Source: an optimization exercise on an open RTL-to-GDS flow (aim: small area). Production flows keep margins and buffers that such runs may drop. At most, simulation tests tie the RTL to the original design; equivalence was not proved. Function not checked in runs 2 and 3: the RTL went through the layout flow alone. Power figures rest on the tool's default switching activity, not on a simulated workload.

## design/flow/constraint.sdc

```tcl
create_clock -name core_clock -period 10.0 [get_ports {clk}]
set_input_delay 2.0000 -clock core_clock [delete_from_list [all_inputs] [get_ports {clk}]]
set_output_delay 2.0000 -clock core_clock [all_outputs]
set_load 0.01 [all_outputs]
```

## design/flow/config.mk

```make
export PLATFORM = sky130hd
export DESIGN_NAME = fft_sequencer
export DESIGN_NICKNAME = fft_sequencer
export VERILOG_FILES = /design/flow/design.v
export SDC_FILE = /design/flow/constraint.sdc
export NUM_CORES = 4
export LEC_CHECK = 0
export CAP_MARGIN = 20
export CORE_MARGIN = 2
export CORE_UTILIZATION = 25
export PLACE_DENSITY = 0.5
export SLEW_MARGIN = 20
```

## design/flow/design.v

```verilog
package fft_sequencer_pkg;
    localparam int unsigned LOG2N   = 5;
    localparam int unsigned N       = 1 << LOG2N;
    localparam int unsigned PAIRS   = N / 2;
    localparam int unsigned W       = 16;
    localparam int unsigned STAGE_W = 3;
    typedef enum logic [1:0] {
        IDLE  = 2'd0,
        LOAD  = 2'd1,
        RUN   = 2'd2,
        DRAIN = 2'd3
    } state_t;
endpackage
import fft_sequencer_pkg::*;
module fft_pair_index
#(
    parameter int unsigned LOG2N = fft_sequencer_pkg::LOG2N
) (
    input  logic [STAGE_W-1:0] stage,
    input  logic [LOG2N-2:0]   pair,
    output logic [LOG2N-1:0]   pair_i,
    output logic [LOG2N-1:0]   pair_j
);
    logic [LOG2N-1:0] sh;
    logic [LOG2N-1:0] bitv;
    logic [LOG2N-1:0] mask;
    logic [LOG2N-1:0] pw;
    always_comb begin
        sh     = (stage == '0) ? '0 : LOG2N'(stage - STAGE_W'(1));
        bitv   = LOG2N'(1) << sh;
        mask   = bitv - LOG2N'(1);
        pw     = LOG2N'(pair);
        pair_i = ((pw & ~mask) << 1) | (pw & mask);
        pair_j = pair_i | bitv;
    end
endmodule
import fft_sequencer_pkg::*;
module fft_sequencer
#(
    parameter int unsigned LOG2N = fft_sequencer_pkg::LOG2N,
    parameter int unsigned W     = fft_sequencer_pkg::W
) (
    input  logic               clk,
    input  logic               rst,
    input  logic               start,
    input  logic               in_valid,
    output logic               in_ready,
    input  logic [W-1:0]       in_re,
    input  logic [W-1:0]       in_im,
    output logic [STAGE_W-1:0] bf_stage,
    output logic [LOG2N-1:0]   bf_i,
    output logic [LOG2N-1:0]   bf_j,
    output logic [W-1:0]       bf_xir,
    output logic [W-1:0]       bf_xic,
    output logic [W-1:0]       bf_xjr,
    output logic [W-1:0]       bf_xjc,
    input  logic [W-1:0]       bf_yir,
    input  logic [W-1:0]       bf_yic,
    input  logic [W-1:0]       bf_yjr,
    input  logic [W-1:0]       bf_yjc,
    output logic               out_valid,
    input  logic               out_ready,
    output logic [W-1:0]       out_re,
    output logic [W-1:0]       out_im,
    output logic [LOG2N-1:0]   out_idx,
    output logic               busy,
    output logic               done
);
    localparam int unsigned NPTS   = 1 << LOG2N;
    localparam int unsigned NPAIRS = NPTS / 2;
    fft_sequencer_pkg::state_t state;
    fft_sequencer_pkg::state_t state_nxt;
    logic [LOG2N-1:0]     cnt, cnt_nxt;
    logic [STAGE_W-1:0]   stage, stage_nxt;
    logic [LOG2N-2:0]     pair, pair_nxt;
    logic                 done_nxt;
    logic [LOG2N-1:0]     pi, pj;
    logic [W-1:0] mem_re [NPTS];
    logic [W-1:0] mem_im [NPTS];
    fft_pair_index #(.LOG2N(LOG2N)) u_pair_index (
        .stage  (stage),
        .pair   (pair),
        .pair_i (pi),
        .pair_j (pj)
    );
    always_ff @(posedge clk) begin
        if (rst) begin
            state <= IDLE;
            cnt   <= '0;
            stage <= '0;
            pair  <= '0;
            done  <= 1'b0;
        end else begin
            state <= state_nxt;
            cnt   <= cnt_nxt;
            stage <= stage_nxt;
            pair  <= pair_nxt;
            done  <= done_nxt;
        end
    end
    always_ff @(posedge clk) begin
        if (!rst) begin
            if (state == LOAD && in_valid) begin
                mem_re[cnt] <= in_re;
                mem_im[cnt] <= in_im;
            end
            if (state == RUN) begin
                mem_re[pi] <= bf_yir;
                mem_im[pi] <= bf_yic;
                mem_re[pj] <= bf_yjr;
                mem_im[pj] <= bf_yjc;
            end
        end
    end
    always_comb begin
        state_nxt = state;
        cnt_nxt   = cnt;
        stage_nxt = stage;
        pair_nxt  = pair;
        done_nxt  = 1'b0;
        unique case (state)
            IDLE: begin
                if (start) begin
                    state_nxt = LOAD;
                    cnt_nxt   = '0;
                end
            end
            LOAD: begin
                if (in_valid) begin
                    cnt_nxt = cnt + LOG2N'(1);
                    if (cnt == LOG2N'(NPTS - 1)) begin
                        state_nxt = RUN;
                        stage_nxt = STAGE_W'(1);
                        pair_nxt  = '0;
                    end
                end
            end
            RUN: begin
                if (pair == (LOG2N-1)'(NPAIRS - 1)) begin
                    pair_nxt = '0;
                    if (stage == STAGE_W'(LOG2N)) begin
                        state_nxt = DRAIN;
                        stage_nxt = '0;
                        cnt_nxt   = '0;
                    end else begin
                        stage_nxt = stage + STAGE_W'(1);
                    end
                end else begin
                    pair_nxt = pair + (LOG2N-1)'(1);
                end
            end
            DRAIN: begin
                if (out_ready) begin
                    if (cnt == LOG2N'(NPTS - 1)) begin
                        state_nxt = IDLE;
                        cnt_nxt   = '0;
                        done_nxt  = 1'b1;
                    end else begin
                        cnt_nxt = cnt + LOG2N'(1);
                    end
                end
            end
            default: state_nxt = IDLE;
        endcase
    end
    always_comb begin
        in_ready  = (state == LOAD);
        out_valid = (state == DRAIN);
        busy      = (state != IDLE);
        bf_stage  = (state == RUN) ? stage : '0;
        bf_i      = (state == RUN) ? pi : '0;
        bf_j      = (state == RUN) ? pj : '0;
        bf_xir    = mem_re[pi];
        bf_xic    = mem_im[pi];
        bf_xjr    = mem_re[pj];
        bf_xjc    = mem_im[pj];
        out_re    = mem_re[cnt];
        out_im    = mem_im[cnt];
        out_idx   = cnt;
    end
endmodule
```

## design/flow/run.sh

```bash
#!/bin/bash
# synth_recipe.tcl (not shown) runs the flow's synth.tcl, then flattens the netlist and writes it again
# the make line also repeats each setting of config.mk as NAME=value (left out here)
make -C /OpenROAD-flow-scripts/flow DESIGN_CONFIG=/design/flow/config.mk WORK_HOME=/design/flow/orfs CLKGATE_MAP_FILE= SYNTH_SCRIPT=/design/flow/synth_recipe.tcl finish
```

==> metrics.md, run 1 <==
| Metric | Value |
|---|---|
| Outcome | `no timing/DRC/antenna violations` |
| Main flop type after synthesis | `edfxtp_1` |
| Pwr dens | `about 200 mW/mm^2` |
| Clock Power Share | `between 20 and 30%` |
| Clock latency on the worst-skew pair | `around 0.8 ns` |
| GRT Overall Usage | `~26%` |
| Final setup viols | `0` |
| Core region area | `between 0.2 and 0.3 mm^2` |
| RSZ-0062 raised after global routing | `no` |
| Share of layout cells above drive strength 1 | `13.2%` |
| Clock skew | `around 0.035 ns` |
| Final max-slew violation count | `0` |
| Top cells by count, synth | `nand2_1, nor2_1, a21oi_1` |
| P&R area growth vs syn | `15.5%` |
| EDFF count, synth | `1024` |
| Num ports | `between 200 and 250` |
| Synth cell types | `83` |
| CP max stage cell | `nand2b_4` |
| Leak | `approximately 0.027 uW` |
| VDD IR-drop max | `0.000332 V` |
| Routed wire per std cell | `around 34 um` |
| Critical Path End Type | `output pin` |
| Top cell type's share of synthesized area | `around 43%` |
| Detail Placement HPWL | `approximately 230 mm` |
| Crit path largest cell delay | `between 0.9 and 1 ns` |
| Routability Congestion | `around 0.94` |
| Largest area contributor in the netlist | `edfxtp_1` |
| Initial antenna violation count | `24` |
| Synthesized flop and latch total | `roughly 1000` |
| Routed vias | `~71000` |
| Worst EP arrival | `roughly 7.2 ns` |
| Net Sw Power | `between 6000 and 7000 uW` |
| Total internal power | `10200 uW` |
| Worst setup path startpoint | `stage[0]` |
| Iteration-0 DRC count of the detailed router | `~13000` |
| Vias in the first global route | `about 65000` |
| Gate Count Post-Synth | `around 7900` |
| Setup TNS | `0 ns` |
| CP cell instances | `or2_2, ha_1, inv_1, nand2_1, nor2_1, inv_1, ha_1, nand2_1, o211a_4, nand2b_4, buf_4, o21ai_0, nor4_1, buf_4, clkdlybuf4s50_1` |
| Tightest Pin Transition | `between 1 and 1.5 ns` |
| Clock tree sinks | `1044` |
| DRC viols | `0` |
| RR Startpoint | `stage[0]` |
| First-pass DRT Iterations | `7` |
| Critical path class | `reg2out` |
| Max Cap Violations | `0` |
| Hold buffers post-CTS | `0` |
| Avg Inst Size Synth | `~9 um^2` |
| Worst-path clk slew | `0.06 ns` |
| Routed Antenna Nets | `0` |
| First-pass GRT wire length | `536 mm` |
| Die X | `around 540 um` |
| Die Ht | `539 um` |
| Maximum level of the CTS H-tree | `3` |
| Most frequent cell after synthesis | `nand2_1` |
| Die area | `0.290 mm^2` |
| Root buf cell | `clkbuf_16` |
| Floorplan row count | `roughly 200` |
| Largest net degree at the start of global routing | `147` |
| CTS Buf Count | `120` |
| Worst hold start | `state[1]` |
| Setup crit start kind | `flop` |
| Part of the power in registers | `approximately 31%` |
| Vias per inst | `a little over 6` |
| Sw Ratio | `approximately two fifths` |
| Sequential share of the synthesized area | `between 40% and 50%` |
| Crit Path Max Fanout | `27` |
| Post-synthesis async set-or-reset flop share | `0%` |
| Final worst-path cycle share | `about 90%` |
| WL final | `around 390 mm` |
| Post-CTS Resized | `0` |
| Slew HR | `14.4%` |
| Final hold violation count | `0` |
| Max Root-Sink Buffers | `3` |
| Maximum clock rate | `approximately 0.11 GHz` |
| Syn_nets | `roughly 8000` |
| Post-synthesis cell area | `approximately 0.071 mm^2` |
| CTS tree | `done` |
| HP Class | `reg2reg` |
| Crit path required time | `~8.0 ns` |
| Worst hold margin | `0.574 ns` |
| Synth warnings | `2` |
| Combinational power share | `41.3%` |
| Nets | `roughly 7800` |
| Post-CTS setup buffers | `0` |
| Initial core utilization | `~25%` |
| Fin crit period | `9.22 ns` |
| Top cells by area, synth | `edfxtp_1, mux4_2, a21oi_1` |
| IO buf count | `between 200 and 250` |
| Congestion Overflow GR | `0` |
final cells by class:
class                   instances  area (um^2)
multi-input cells            5942        37700
clock inverters                67          708
repair buffers                514         4960
diodes                         17         42.5
flip-flops and latches       1044        31200
inverters                      21         81.3
well taps                    3762         4710
clock buffers                 150         3220
fillers                     29400       202000
metrics by stage:
stage	area, um^2	util (%)	std cells	total power [uW]	setup WS, ns
after global routing	82500	29.0	11500	17200	0.679
after detailed placement	78400	27.5	11300	11900	1.81
after floorplan	71500	-	7934	9320	3.91
final	82600	29.0	11500	16700	0.776
after CTS	82300	28.9	11500	16500	0.943
after global placement	78300	27.5	11300	11900	1.89
power by group through the flow:
stage	combinational [uW]	sequential (uW)	clock, uW
detailed placement	6700	5240	0
CTS	6720	5140	4630
floorplan	4160	5160	0
global placement	6660	5230	0
finish	6900	5150	4640
global route	7210	5150	4790
metal layers:
metal	share of wire, %	GRT usage (%)	vias up	wire [um]
met4	7.2	17.0	10	28400
met5	0.018	0	-	69
li1	-	-	28600	-
met1	37	33.6	34500	145000
met2	42	37.6	6490	164000
met3	14	7.47	1295	55600
cells by family after synthesis:
| group | after synthesis | synth area share (%) |
|---|---|---|
| AOI/OAI and AO/OA | 1924 | 15.9 |
| xor gates and xnor gates | 2 | 0.0245 |
| adders and majority gates | 12 | 0.207 |
| buffers and inverters | 948 | 5.55 |
| DFF | 1044 | 43.6 |
| muxes | 641 | 14.8 |
| and+or+nand+nor | 3363 | 19.9 |
worst max-delay path: cells and delay by family, from the launching register on:
kind | cells | cell delay (ns)
and+or+nand+nor | 6 | 2.42
buffers and inverters | 5 | 1.57
AOI/OAI and AO/OA | 2 | 0.84
adders and majority gates | 2 | 0.82
DFF | 1 | 0.68
sequential cells by signal, indices dropped and copies added, names as in the netlist, named ones only:
signal and cells:
done 1, stage 3, state 2, pair 4, cnt 5, mem_im 512
mem_re 512
worst paths after layout:
check                                 endpoint  slack, ns  depth (start not counted)
worst max-delay path                 bf_xir[2]       0.78                         15
worst min-delay path                  state[1]       0.57                          2
worst max register to register  mem_im[25][11]       2.73                         15
worst min register to register        state[1]       0.57                          2
layout by cell type (no fill, tap or decap), drive strengths merged, types with 13 or more instances in the layout:
cell type,Yosys,routed
a211oi,71,71
a21oi,1140,1140
a311o,36,36
a311oi,78,78
a31oi,168,168
a32oi,13,13
and3,82,82
buf,405,297
bufinv,0,13
clkbuf,522,150
clkdlybuf4s50,0,217
clkinv,2,46
dfxtp,20,20
diode,0,17
edfxtp,1024,1024
inv,19,24
mux2,74,74
mux2i,242,242
mux4,325,325
nand2,1255,1255
nand3,415,415
nand4,26,26
nor2,1167,1167
nor3,250,250
nor4,40,40
o211ai,25,25
o21ai,156,156
o22ai,28,28
o31a,37,37
o31ai,86,86
or3,86,86
==> inputs of run 2 (changes only) <==
--- a/design/flow/design.v
+++ b/design/flow/design.v
@@ -75,8 +75,8 @@
     logic [LOG2N-2:0]     pair, pair_nxt;
     logic                 done_nxt;
     logic [LOG2N-1:0]     pi, pj;
-    logic [W-1:0] mem_re [NPTS];
-    logic [W-1:0] mem_im [NPTS];
+    logic [2*W-1:0] qa [NPAIRS];
+    logic [2*W-1:0] qc [NPAIRS];
     fft_pair_index #(.LOG2N(LOG2N)) u_pair_index (
         .stage  (stage),
         .pair   (pair),
@@ -98,17 +98,48 @@
             done  <= done_nxt;
         end
     end
+    logic run, load, drain;
+    logic blk;                   
+    logic [2*W-1:0] dtap;        
+    logic [2*W-1:0] a_in, c_in, yi;
+    logic en_a, en_c0, en_c;
+    assign run   = (state == RUN);
+    assign load  = (state == LOAD);
+    assign drain = (state == DRAIN);
+    assign yi    = {bf_yir, bf_yic};
+    always_comb begin
+        case (stage)
+            3'd1:    blk = pair[0];
+            3'd2:    blk = pair[1];
+            3'd3:    blk = pair[2];
+            3'd4:    blk = pair[3];
+            default: blk = 1'b0;
+        endcase
+        case (stage)
+            3'd2:    dtap = qc[1];
+            3'd3:    dtap = qc[3];
+            3'd4:    dtap = qc[7];
+            default: dtap = qc[0];
+        endcase
+        a_in   = (run && !blk) ? yi : dtap;
+        c_in   = load ? {in_re, in_im} : {bf_yjr, bf_yjc};
+        en_a   = run | (load & in_valid &  cnt[0]) | (drain & out_ready & ~cnt[LOG2N-1]);
+        en_c0  = run | (load & in_valid);
+        en_c   = run | (load & in_valid & ~cnt[0]) | (drain & out_ready &  cnt[LOG2N-1]);
+    end
     always_ff @(posedge clk) begin
-        if (!rst) begin
-            if (state == LOAD && in_valid) begin
-                mem_re[cnt] <= in_re;
-                mem_im[cnt] <= in_im;
-            end
-            if (state == RUN) begin
-                mem_re[pi] <= bf_yir;
-                mem_im[pi] <= bf_yic;
-                mem_re[pj] <= bf_yjr;
-                mem_im[pj] <= bf_yjc;
+        if (en_a) begin
+            qa[0] <= a_in;
+            for (int k = 1; k < NPAIRS; k++) qa[k] <= qa[k-1];
+        end
+        if (en_c0) qc[0] <= c_in;
+        if (en_c) begin
+            for (int k = 1; k < NPAIRS; k++) begin
+                if (run && blk && ((k == 1 && stage == 3'd1) || (k == 2 && stage == 3'd2) ||
+                                   (k == 4 && stage == 3'd3) || (k == 8 && stage == 3'd4)))
+                    qc[k] <= yi;
+                else
+                    qc[k] <= qc[k-1];
             end
         end
     end
@@ -164,18 +195,15 @@
         endcase
     end
     always_comb begin
-        in_ready  = (state == LOAD);
-        out_valid = (state == DRAIN);
+        in_ready  = load;
+        out_valid = drain;
         busy      = (state != IDLE);
-        bf_stage  = (state == RUN) ? stage : '0;
-        bf_i      = (state == RUN) ? pi : '0;
-        bf_j      = (state == RUN) ? pj : '0;
-        bf_xir    = mem_re[pi];
-        bf_xic    = mem_im[pi];
-        bf_xjr    = mem_re[pj];
-        bf_xjc    = mem_im[pj];
-        out_re    = mem_re[cnt];
-        out_im    = mem_im[cnt];
+        bf_stage  = run ? stage : '0;
+        bf_i      = run ? pi : '0;
+        bf_j      = run ? pj : '0;
+        {bf_xir, bf_xic} = qa[NPAIRS-1];
+        {bf_xjr, bf_xjc} = qc[NPAIRS-1];
+        {out_re, out_im} = cnt[LOG2N-1] ? qc[NPAIRS-1] : qa[NPAIRS-1];
         out_idx   = cnt;
     end
 endmodule
--- a/design/flow/config.mk
+++ b/design/flow/config.mk
@@ -8,5 +8,7 @@
 export CAP_MARGIN = 20
 export CORE_MARGIN = 2
 export CORE_UTILIZATION = 25
+export CTS_BUF_LIST = sky130_fd_sc_hd__clkbuf_4 sky130_fd_sc_hd__clkbuf_8
+export CTS_CLUSTER_SIZE = 30
 export PLACE_DENSITY = 0.5
 export SLEW_MARGIN = 20
==> run 2 against run 1 <==
- flip-flop and latch count fell by 5
- critical endpoint is now bf_i[3]
- die area fell by 50%
- critical path type unchanged
- non-clock buffer count fell by 277
==> metrics.md, run 2 <==
| Metric | Value |
|---|---|
| Filler cells | `about 13000` |
| Post-synthesis cell area | `roughly 0.035 mm^2` |
| HP Class | `reg2reg` |
| Die X | `roughly 380 um` |
| Leading cell type in the layout, fill and taps excluded | `edfxtp_1` |
| Main flop type after synthesis | `edfxtp_1` |
| Clock skew | `about 0.042 ns` |
| Initial antenna violation count | `14` |
| Post-CTS Resized | `0` |
| Synthesized flop and latch total | `between 1000 and 1500` |
| Vias in the first global route | `15800` |
| First-pass GRT wire length | `101 mm` |
| Die area | `~0.14 mm^2` |
| Final setup viols | `0` |
| Multi-input logic area | `around 0.004 mm^2` |
| VDD IR-drop max | `0.000263 V` |
| Worst-path clk slew | `around 0.06 ns` |
| Synth cell types | `51` |
| Tightest Pin Transition | `between 1 and 1.5 ns` |
| Initial core utilization | `about a quarter` |
| Leak | `0.0136 uW` |
| Critical Path End Type | `output pin` |
| Top cell type's share of synthesized area | `a little under 90%` |
| Sequential share of the synthesized area | `between 80% and 90%` |
| Detail Placement HPWL | `~38 mm` |
| Die Ht | `about 380 um` |
| Regs by FF count | `qa x512, qc x512, cnt x5` |
| FF+latch area | `between 0.03 and 0.04 mm^2` |
| Routed Antenna Nets | `0` |
| Routed wire per std cell | `17.7 um` |
| DRC viols | `0` |
| Setup crit start kind | `flop` |
| Synth warnings | `4` |
| Outcome | `no timing/DRC/antenna violations` |
| Post-synthesis async set-or-reset flop share | `0%` |
| Pwr Total | `between 10000 and 15000 uW` |
| Worst hold margin | `~0.38 ns` |
| Crit path required time | `~8 ns` |
| CTS Buf Count | `about 170` |
| Syn_nets | `1618` |
| Avg Inst Size Synth | `roughly 23 um^2` |
| Largest area contributor in the netlist | `edfxtp_1` |
| Final Util | `between 30% and 40%` |
| Floorplan row count | `about 140` |
| EDFF count, synth | `approximately 1000` |
| Final max-slew violation count | `0` |
| Top cells by area, synth | `edfxtp_1, mux2_2, a221o_1` |
| Nets | `1985` |
| Most frequent cells in the layout | `edfxtp_1, mux2_2, clkdlybuf4s50_1` |
| Max Cap Violations | `0` |
| Num ports | `between 200 and 250` |
| Critical path class | `reg2out` |
| Worst EP arrival | `~3.4 ns` |
| CTS tree | `done` |
| RSZ-0062 raised after global routing | `no` |
| P&R area growth vs syn | `22.8%` |
| Final worst-path cycle share | `54.2%` |
| Crit Path Max Fanout | `13` |
| Max Root-Sink Buffers | `3` |
| Top cells by count, synth | `edfxtp_1, mux2_2, a221o_1, a22o_1, clkbuf_1` |
| Largest net degree at the start of global routing | `between 150 and 200` |
| Routability Congestion | `0.704` |
| Maximum level of the CTS H-tree | `4` |
| Routed vias | `15400` |
| Congestion Overflow GR | `0` |
| Vias per inst | `about 4.0` |
| Clock tree sinks | `1039` |
| Clock latency on the worst-skew pair | `approximately 0.84 ns` |
| IO buf count | `218` |
| Maximum clock rate | `about 0.18 GHz` |
| Final hold violation count | `0` |
| Pwr dens | `slightly above 300 mW/mm^2` |
| Gate Count Post-Synth | `between 1500 and 2000` |
| R2R Setup Slk | `~6.2 ns` |
| GRT Overall Usage | `around a tenth` |
| Iteration-0 DRC count of the detailed router | `1343` |
| Slew HR | `around 28%` |
| Hold buffers post-CTS | `0` |
| Post-CTS setup buffers | `0` |
| Core region area | `about 0.14 mm^2` |
| WL final | `approximately 69 mm` |
| Share of layout cells above drive strength 1 | `a little over a quarter` |
| Fin crit period | `approximately 5.4 ns` |
| Root buf cell | `clkbuf_8` |
| Most frequent cell after synthesis | `edfxtp_1` |
| First-pass DRT Iterations | `6` |
## run 2: logic make-up after synthesis
group           share of synthesized area [%]
fa+ha+maj                               0.355
compound gates                           2.54
xor+xnor                               0.0249
flops                                    88.1
mux                                      7.24
simple gates                             1.05
buf+inv                                 0.668
## run 2: power by group
group	internal [uW]	leakage [uW]	total, uW	switching (uW)
registers	7080	0.00951	7550	473
clock network	1960	0.00176	3640	1680
logic	628	0.00237	1900	1270
## run 2: worst paths after layout
check | start | to | depth (start not counted)
setup / recovery | stage[1] | bf_i[3] | 7
hold reg to reg | qa[12][22] | qa[13][22] | 0
setup reg to reg | stage[2] | qc[8][9] | 6
hold / removal | qa[12][22] | qa[13][22] | 0
## run 2: worst max-delay path, cell delays in order (launching register included)
cell	delay, ns
dfxtp_1	0.59
nor3b_4	0.27
inv_1	0.13
ha_1	0.27
nor2b_1	0.13
o21ai_0	0.15
a21oi_1	0.42
clkdlybuf4s50_1	0.64
## run 2: per-layer routing
metal  global-route usage [%]  vias up  wire length [um]
met2                     13.9      492             30500
met3                     3.30      163              5250
met1                     12.6     7877             31000
met5                        0        -                90
met4                     4.16       14              1780
li1                         -     6903                 -
## run 2: final cells by class
cell class / instances / share of cell area [%]
well taps: 1876 / 5.43
repair buffers: 237 / 5.55
flip-flops and latches: 1039 / 71.8
diodes: 5 / 0.0289
multi-input cells: 411 / 9.40
clock inverters: 79 / 1.36
inverters: 12 / 0.104
clock buffers: 221 / 6.35
## run 2: per-stage QoR
| step | instance area [um^2] | setup TNS, ns | cells | setup WS [ns] |
|---|---|---|---|---|
| finish | 43300 | 0 | 3880 | 4.58 |
| global route | 43300 | 0 | 3876 | 4.27 |
| CTS | 43300 | 0 | 3875 | 4.38 |
| detailed placement | 39900 | 0 | 3575 | 5.18 |
| global placement | 39900 | 0 | 3575 | 5.18 |
| floorplan | 35300 | -8010.18 | 1507 | -15.85 |
==> inputs of run 3 (changes only) <==
==> design/flow/flow/run.sh (new file) <==
#!/bin/bash
# Standard layout with two changes: the port buffers use the smallest buffer cell, and
# clock tree synthesis adds no dummy loads. Each tool's output goes to the ORFS logs
# under orfs/logs; make's own output goes to standard.log here.
set -euo pipefail
cat >> config.mk <<'EOC'
export BUFFER_PORTS_ARGS = -buffer_cell sky130_fd_sc_hd__buf_1
export CTS_ARGS = -sink_clustering_enable -repair_clock_nets -dont_use_dummy_load -buf_list {sky130_fd_sc_hd__clkbuf_4 sky130_fd_sc_hd__clkbuf_8} -sink_clustering_size 30
EOC
bash standard.sh > standard.log 2>&1
==> design/flow/standard.sh (new file) <==
#!/bin/bash
# synth_recipe.tcl (not shown) runs the flow's synth.tcl, then flattens the netlist and writes it again
# the make line also repeats each setting of config.mk as NAME=value (left out here)
make -C /OpenROAD-flow-scripts/flow DESIGN_CONFIG=/design/flow/config.mk WORK_HOME=/design/flow/orfs CLKGATE_MAP_FILE= SYNTH_SCRIPT=/design/flow/synth_recipe.tcl "${@:-finish}"
--- a/design/flow/config.mk
+++ b/design/flow/config.mk
@@ -12,3 +12,5 @@
 export CTS_CLUSTER_SIZE = 30
 export PLACE_DENSITY = 0.5
 export SLEW_MARGIN = 20
+export BUFFER_PORTS_ARGS = -buffer_cell sky130_fd_sc_hd__buf_1
+export CTS_ARGS = -sink_clustering_enable -repair_clock_nets -dont_use_dummy_load -buf_list {sky130_fd_sc_hd__clkbuf_4 sky130_fd_sc_hd__clkbuf_8} -sink_clustering_size 30
removed: design/flow/run.sh
==> run 3 against run 2 <==
- maximum frequency is 7.1% lower
- power is 6.6% lower
- sequential share of layout area is 4.1 points higher
- worst setup slack worse by 0.41 ns
- routed wire length is 1.1% higher
- cell count is 3.3% lower
- sequential power hardly changed
- critical path depth is 2 higher
- non-clock buffer count is 2 higher
- clock power is 19% lower
- utilization is 1.7 points lower
- synthesized cell count stayed put
==> metrics.md, run 3 <==
| Metric | Value |
|---|---|
| EDFF count, synth | `1024` |
| Final Util | `29.3%` |
| Root buf cell | `clkbuf_8` |
| Critical path class | `reg2out` |
| Leak | `0.0125 uW` |
| Num ports | `~220` |
| Maximum level of the CTS H-tree | `4` |
| Maximum clock rate | `0.172 GHz` |
| Vias per inst | `approximately 4.0` |
| Hold buffers post-CTS | `0` |
| Worst hold margin | `roughly 0.37 ns` |
| Max Root-Sink Buffers | `3` |
| Post-CTS Resized | `0` |
| Final Non-Filler Cells | `3752` |
| First-pass GRT wire length | `~100 mm` |
| Die Ht | `379 um` |
| Initial core utilization | `between 20% and 30%` |
| First-pass DRT Iterations | `5` |
| CTS tree | `done` |
| Worst-path clk slew | `about 0.060 ns` |
| Largest net degree at the start of global routing | `~170` |
| Outcome | `no timing/DRC/antenna violations` |
| Regs by FF count | `qa x512, qc x512, cnt x5` |
| Placed Cells | `~3600` |
| Floorplan row count | `137` |
| Clock latency on the worst-skew pair | `between 0.8 and 0.9 ns` |
| Final worst-path cycle share | `between 50% and 60%` |
| CP cell instances | `nor3b_4, buf_4, inv_1, ha_1, and4b_1, o21ai_0, nand2_1, o21a_1, buf_1` |
| Most frequent cells in the layout | `edfxtp_1, mux2_2, buf_1` |
| Tightest Pin Transition | `1.13 ns` |
| GRT Overall Usage | `9.57%` |
| Setup crit start kind | `flop` |
| P&R area growth vs syn | `16.1%` |
| Post-synthesis cell area | `about 0.035 mm^2` |
| Clock tree sinks | `between 1000 and 1500` |
| Slew HR | `approximately 25%` |
| Avg Inst Size Synth | `about 23 um^2` |
| Top cell type's share of synthesized area | `87.3%` |
| Crit path required time | `around 8.0 ns` |
| Syn_nets | `around 1600` |
| Filler cells | `approximately 14000` |
| Share of layout cells above drive strength 1 | `a little under a quarter` |
| Crit path largest cell delay | `0.61 ns` |
| Largest area contributor in the netlist | `edfxtp_1` |
| Sequential share of the synthesized area | `88.1%` |
| Routability Congestion | `just over 0.7` |
| Synth cell types | `roughly 50` |
| Top cells by count, synth | `edfxtp_1, mux2_2, a221o_1, a22o_1, clkbuf_1` |
| Most frequent cell after synthesis | `edfxtp_1` |
| Worst EP arrival | `between 3 and 4 ns` |
| Die area | `0.144 mm^2` |
| Vias in the first global route | `approximately 16000` |
| Final hold violation count | `0` |
| Top cells by area, synth | `edfxtp_1, mux2_2, a221o_1` |
| Nets | `around 2000` |
| Final setup viols | `0` |
| Routed vias | `15100` |
| Core region area | `between 0.1 and 0.15 mm^2` |
| Pwr dens | `299 mW/mm^2` |
| CP max stage cell | `dfxtp_1` |
| Congestion Overflow GR | `0` |
| Post-synthesis async set-or-reset flop share | `0%` |
| DRC viols | `0` |
| Synth warnings | `4` |
| Max Cap Violations | `0` |
| RSZ-0062 raised after global routing | `no` |
| Final max-slew violation count | `0` |
| Post-route cell area | `0.0409 mm^2` |
| Critical Path End Type | `output pin` |
| Routed Antenna Nets | `0` |
| Main flop type after synthesis | `edfxtp_1` |
| Die X | `379 um` |
| WL final | `69.3 mm` |
| Gate Count Post-Synth | `around 1500` |
| Post-CTS setup buffers | `0` |
| VDD IR-drop max | `approximately 0.00021 V` |
| Crit Path Max Fanout | `34` |
| Detail Placement HPWL | `39.1 mm` |
| Clock skew | `around 0.096 ns` |
| HP Class | `reg2reg` |
| Placed instance area | `approximately 0.039 mm^2` |
| Fin crit period | `~5.8 ns` |
| CTS Buf Count | `170` |
| Iteration-0 DRC count of the detailed router | `1296` |
| Routed wire per std cell | `18.5 um` |
| Leading cell type in the layout, fill and taps excluded | `edfxtp_1` |
| IO buf count | `218` |
| Initial antenna violation count | `19` |
| Synthesized flop and latch total | `~1000` |
[run 3: layout make-up]
class                   count  area [um^2]  area share (%)
diodes                      5         12.5          0.0306
clock buffers             170         2340            5.72
inverters                  12         45.0           0.110
multi-input cells         411         4070            9.95
flip-flops and latches   1039        31100            75.9
well taps                1876         2350            5.74
repair buffers            239         1040            2.54
[run 3: worst paths after layout]
kind                                start         to  slack, ns  depth (start not counted)
worst min register to register  qa[5][16]  qa[6][16]       0.37                          0
worst max-delay path             stage[1]    bf_j[3]       4.17                          9
worst min-delay path            qa[5][16]  qa[6][16]       0.37                          0
worst max register to register   state[1]  qc[7][29]       6.14                          6
[run 3: worst max-delay path: cells and delay by family, from the launching register on]
kind,cells,cell delay [ns]
flip-flops,1,0.61
buffers and inverters,3,0.96
AND/OR/NAND/NOR,3,0.62
adder cells (fa/ha/maj),1,0.31
AO/OA/AOI/OAI,2,0.48
[run 3: per-layer routing]
layer / up-vias / part of all wire [%] / track usage [%]
li1: 6763 / - / -
met3: 187 / 6.8 / 3.32
met4: 20 / 3.1 / 4.22
met1: 7670 / 45 / 12.7
met5: - / 0.17 / 0
met2: 472 / 44 / 14.1
[run 3: kinds of logic (layout without fill, tap and decap cells)]
group / after synthesis / in the layout / share of synthesized area, %
AO/OA/AOI/OAI: 106 / 106 / 2.54
XOR/XNOR: 1 / 1 / 0.0249
adder cells (fa/ha/maj): 10 / 10 / 0.355
buffers and inverters: 57 / 421 / 0.668
flip-flops: 1039 / 1039 / 88.1
multiplexers: 227 / 227 / 7.24
other: 0 / 5 / 0
AND/OR/NAND/NOR: 67 / 67 / 1.05
[run 3: where the power goes]
group	switching, uW	total [uW]	internal (uW)	leakage [uW]
registers	479	7560	7080	0.00951
logic	1270	1720	449	0.00180
clock network	1450	2940	1490	0.00122
[run 3: per-stage QoR]
step | setup WS [ns] | setup TNS, ns | total power [uW]
5_1_grt | 3.99 | 0 | 12900
3_3_place_gp | 4.98 | 0 | 9330
3_5_place_dp | 4.95 | 0 | 9440
2_1_floorplan | -15.85 | -8010.18 | 8580
6_report | 4.17 | 0 | 12200
4_1_cts | 4.08 | 0 | 12500
==> inputs of run 4 (changes only) <==
--- a/design/flow/design.v
+++ b/design/flow/design.v
@@ -102,7 +102,7 @@
     logic blk;                   
     logic [2*W-1:0] dtap;        
     logic [2*W-1:0] a_in, c_in, yi;
-    logic en_a, en_c0, en_c;
+    logic en_a, en_c;
     assign run   = (state == RUN);
     assign load  = (state == LOAD);
     assign drain = (state == DRAIN);
@@ -116,24 +116,23 @@
             default: blk = 1'b0;
         endcase
         case (stage)
+            3'd1:    dtap = qc[0];
             3'd2:    dtap = qc[1];
             3'd3:    dtap = qc[3];
-            3'd4:    dtap = qc[7];
-            default: dtap = qc[0];
+            default: dtap = qc[7];
         endcase
-        a_in   = (run && !blk) ? yi : dtap;
-        c_in   = load ? {in_re, in_im} : {bf_yjr, bf_yjc};
-        en_a   = run | (load & in_valid &  cnt[0]) | (drain & out_ready & ~cnt[LOG2N-1]);
-        en_c0  = run | (load & in_valid);
-        en_c   = run | (load & in_valid & ~cnt[0]) | (drain & out_ready &  cnt[LOG2N-1]);
+        a_in = load ? {in_re, in_im} : (blk ? dtap : yi);
+        c_in = load ? {in_re, in_im} : {bf_yjr, bf_yjc};
+        en_a = run | (load & in_valid & ~cnt[0]) | (drain & out_ready & ~cnt[LOG2N-1]);
+        en_c = run | (load & in_valid &  cnt[0]) | (drain & out_ready &  cnt[LOG2N-1]);
     end
     always_ff @(posedge clk) begin
         if (en_a) begin
             qa[0] <= a_in;
             for (int k = 1; k < NPAIRS; k++) qa[k] <= qa[k-1];
         end
-        if (en_c0) qc[0] <= c_in;
         if (en_c) begin
+            qc[0] <= c_in;
             for (int k = 1; k < NPAIRS; k++) begin
                 if (run && blk && ((k == 1 && stage == 3'd1) || (k == 2 && stage == 3'd2) ||
                                    (k == 4 && stage == 3'd3) || (k == 8 && stage == 3'd4)))
==> design/flow/run.sh (new file) <==
#!/bin/bash
# synth_recipe.tcl (not shown) runs the flow's synth.tcl, then flattens the netlist and writes it again
# the make line also repeats each setting of config.mk as NAME=value (left out here)
make -C /OpenROAD-flow-scripts/flow DESIGN_CONFIG=/design/flow/config.mk WORK_HOME=/design/flow/orfs CLKGATE_MAP_FILE= SYNTH_SCRIPT=/design/flow/synth_recipe.tcl finish
==> design/flow/config.mk (replaced) <==
export PLATFORM = sky130hd
export DESIGN_NAME = fft_sequencer
export DESIGN_NICKNAME = fft_sequencer
export VERILOG_FILES = /design/flow/design.v
export SDC_FILE = /design/flow/constraint.sdc
export NUM_CORES = 4
export LEC_CHECK = 0
export CAP_MARGIN = 20
export CORE_MARGIN = 2
export CORE_UTILIZATION = 25
export PLACE_DENSITY = 0.5
export SLEW_MARGIN = 20
removed: design/flow/flow/run.sh
removed: design/flow/standard.sh
==> run 4 against run 3 <==
- still clean on timing, DRC and antenna
- die area increased by 0.62%
- power grew 10%
- via count grew 4.2%
- routed wire length grew 4.5%
- global-route usage grew 0.19 points
- sequential power decreased by 0.8%
- count of clock-buffer cells in the layout shrank 40
- non-clock buffer count grew 1
- flip-flop and latch count unchanged
- sequential share of layout area fell by 4.7 points
- critical endpoint unchanged
==> metrics.md, run 4 <==
| Metric | Value |
|---|---|
| Final worst slack | `between 4 and 5 ns` |
| Post-synthesis cell area | `about 0.035 mm^2` |
| R2r worst-path depth | `6` |
| R2r endpoint | `qc[0][16]` |
| Maximum clock rate | `approximately 0.19 GHz` |
| Clock latency on the worst-skew pair | `about 0.7 ns` |
| Largest net degree at the start of global routing | `around 170` |
| Final hold violation count | `0` |
| Sw Ratio | `between 20% and 30%` |
| Largest area contributor in the netlist | `edfxtp_1` |
| Main flop type after synthesis | `edfxtp_1` |
| Initial antenna violation count | `11` |
| Routed vias | `roughly 16000` |
| Hold buffers post-CTS | `0` |
| Floorplan row count | `around 140` |
| Top cell type's share of synthesized area | `86.7%` |
| Filler cells | `~14000` |
| Crit path buf inv count | `2` |
| CP max stage cell | `dfxtp_1` |
| Clock skew | `between 0.05 and 0.06 ns` |
| Gate Count Post-Synth | `1619` |
| Most frequent cell after synthesis | `edfxtp_1` |
| Most frequent cells in the layout | `edfxtp_1, clkdlybuf4s50_1, mux2_2` |
| Die X | `approximately 380 um` |
| Synth warnings | `4` |
| IO buf count | `218` |
| CTS tree | `done` |
| Critical path class | `reg2out` |
| Worst hold start | `qa[13][21]` |
| RSZ-0062 raised after global routing | `no` |
| First-pass GRT wire length | `between 100 and 150 mm` |
| Placed Cells | `~3700` |
| CTS Buf Count | `104` |
| Synthesized flop and latch total | `1039` |
| Routed Antenna Nets | `0` |
| Pwr Total | `~13000 uW` |
| Post-CTS setup buffers | `0` |
| Part of the power in registers | `55.6%` |
| Combinational power share | `roughly 15%` |
| Congestion Overflow GR | `0` |
| P&R area growth vs syn | `22.9%` |
| Final max-slew violation count | `0` |
| Crit path largest cell delay | `0.66 ns` |
| Max Cap Violations | `0` |
| Detail Placement HPWL | `40.5 mm` |
| Share of layout cells above drive strength 1 | `about 18%` |
| Total internal power | `approximately 10000 uW` |
| HP Class | `reg2reg` |
| Net Sw Power | `3530 uW` |
| R2R Setup Slk | `between 6 and 7 ns` |
| Die area | `0.145 mm^2` |
| CP cell instances | `nor3b_4, inv_1, ha_1, nand2b_1, a21oi_1, a21oi_1, a21oi_1, clkdlybuf4s50_1` |
| Syn_nets | `between 1500 and 2000` |
| Post-CTS Resized | `0` |
| Final Non-Filler Cells | `a little under 4000` |
| WL final | `72.4 mm` |
| Routability Congestion | `approximately 0.76` |
| Fin crit period | `between 5 and 6 ns` |
| Worst-path clk slew | `0.07 ns` |
| Final Util | `a little under a third` |
| Leading cell type in the layout, fill and taps excluded | `edfxtp_1` |
| Post-synthesis async set-or-reset flop share | `0%` |
| Vias in the first global route | `16300` |
| Hold path depth | `0` |
| Post-Place Worst Slack | `roughly 4.8 ns` |
| Num ports | `roughly 220` |
| Worst EP arrival | `about 3.3 ns` |
| Crit Path Max Fanout | `16` |
| Clock tree sinks | `about 1000` |
| Top cells by area, synth | `edfxtp_1, mux2_2, a221o_1` |
| Final worst-path cycle share | `between 50% and 60%` |
| Routed wire per std cell | `between 15 and 20 um` |
| Delay-heaviest family, CP | `buffers and inverters` |
| Die Ht | `381 um` |
| Sequential share of the synthesized area | `87.6%` |
| Regs by FF count | `qa x512, qc x512, cnt x5` |
| Clock Power Share | `between 20 and 30%` |
| RR Startpoint | `state[0]` |
| Crit path required time | `~8 ns` |
| Slew HR | `about 28%` |
| Outcome | `no timing/DRC/antenna violations` |
| VDD IR-drop max | `between 0.0002 and 0.0003 V` |
| GRT Overall Usage | `a little under 10%` |
| EDFF count, synth | `approximately 1000` |
| Synth cell types | `47` |
| Pwr dens | `~310 mW/mm^2` |
| Leak | `0.0139 uW` |
| Setup crit start kind | `flop` |
| Nets | `2025` |
| Critical Path End Type | `output pin` |
| DRC viols | `0` |
| Initial core utilization | `25.1%` |
| Iteration-0 DRC count of the detailed router | `1337` |
| Maximum level of the CTS H-tree | `3` |
| Root buf cell | `clkbuf_16` |
| Avg Inst Size Synth | `between 20 and 25 um^2` |
| First-pass DRT Iterations | `5` |
| Max Root-Sink Buffers | `3` |
| Tightest Pin Transition | `between 1 and 1.5 ns` |
| Core region area | `approximately 0.14 mm^2` |
| Vias per inst | `around 4.0` |
| Final setup viols | `0` |
| Top cells by count, synth | `edfxtp_1, mux2_2, nand2_1` |
| Crit-path most repeated cell | `a21oi_1` |
| Hold Path End | `qa[14][21]` |
-- run 4: changes by cell type after synthesis, moves of 4 or more --
cell,change
mux2_2,-60
and2_1,+34
o211ai_1,+34
a21o_1,+33
a22oi_1,+33
a22o_1,-32
nand2_1,+31
inv_1,+29
clkbuf_1,+8
nand2b_1,+6
nor2b_1,-5
a21oi_1,+4
mux2_1,-4
-- run 4: power groups by stage --
stage	combinational, uW	clock [uW]	sequential [uW]
after floorplan	1140	0	8010
after global placement	2050	0	7540
after detailed placement	2120	0	7600
after CTS	2130	4070	7530
after global routing	2260	4240	7650
final	2060	3930	7500
-- run 4: kinds of logic after synthesis --
logic type	Yosys count	share of synthesized area [%]
flip-flops	1039	87.6
AO/OA/AOI/OAI	173	3.80
multiplexers	162	5.14
AND/OR/NAND/NOR	138	2.03
buffers and inverters	95	1.06
adder cells (fa/ha/maj)	10	0.353
XOR/XNOR	2	0.0494
-- run 4: how the worst max path moves through the flow --
stage / to / slack [ns] / from / cells past startpoint
floorplan: qa[0][0] / -1.13 / out_ready / 2
global placement: qc[1][17] / 4.84 / out_ready / 5
detailed placement: qc[2][16] / 4.78 / out_ready / 5
CTS: bf_j[3] / 4.72 / stage[1] / 8
global route: bf_j[3] / 4.53 / stage[1] / 8
finish: bf_j[3] / 4.73 / stage[1] / 8
-- run 4: area by class of cell --
class / count / area, um^2 / area share (%)
antenna: 2 / 5.00 / 0.0115
clock buffer: 130 / 2740 / 6.29
clock inverter: 62 / 727 / 1.67
inverter: 44 / 165 / 0.379
multi-input combinational: 485 / 4130 / 9.47
sequential: 1039 / 31100 / 71.2
tap: 1890 / 2360 / 5.43
timing repair buffer: 240 / 2400 / 5.51
-- run 4: layer usage --
layer  part of all wire, %  wire, um  track usage, %  vias to the layer above
met5                  0.13        92               0                        -
met4                   2.1      1550            3.36                       16
met3                   6.8      4930            2.69                      134
met2                    47     34200            15.5                      504
met1                    44     31600            12.8                     8018
li1                      -         -               -                     7078
-- run 4: through the flow --
stage	setup TNS, ns	hold WS, ns	area, um^2
floorplan	-580.36	0.400	35500
global placement	0	0.400	40100
detailed placement	0	0.405	40100
CTS	0	0.379	43600
global route	0	0.393	43600
finish	0	0.397	43600

-- afterwards: timing with drivers on the ports --
The flow's constraints put no driver on any port. The routed layouts listed below were extracted and timed again, unchanged, in two steps. Step 1 assumes that a clkbuf_16 drives the clock port and a buf_2 every other input. Step 2 moves the port delays by t, midway between the first and last clock arrival at a register: inputs arrive t later, outputs are due t later. That takes back most of the time a late clock gives input paths. Slacks: ideal ports / drivers / drivers and shift; pairs: ideal ports / drivers.
run	t (ns)	setup slack, ns	worst setup path at the end	slew at the worst register clock pin (ns)	worst data-port slew with drivers (ns)
run 1	0.891	0.776 / 0.684 / 1.575	register to output	0.07 / 0.07	0.32
run 2	0.885	4.582 / 4.514 / 5.146	input to register	0.07 / 0.07	0.12
run 3	0.862	4.170 / 4.101 / 4.963	register to output	0.06 / 0.06	0.15
run 4	0.746	4.731 / 4.661 / 4.814	input to register	0.07 / 0.07	0.12
After both steps every run listed still meets setup and hold.
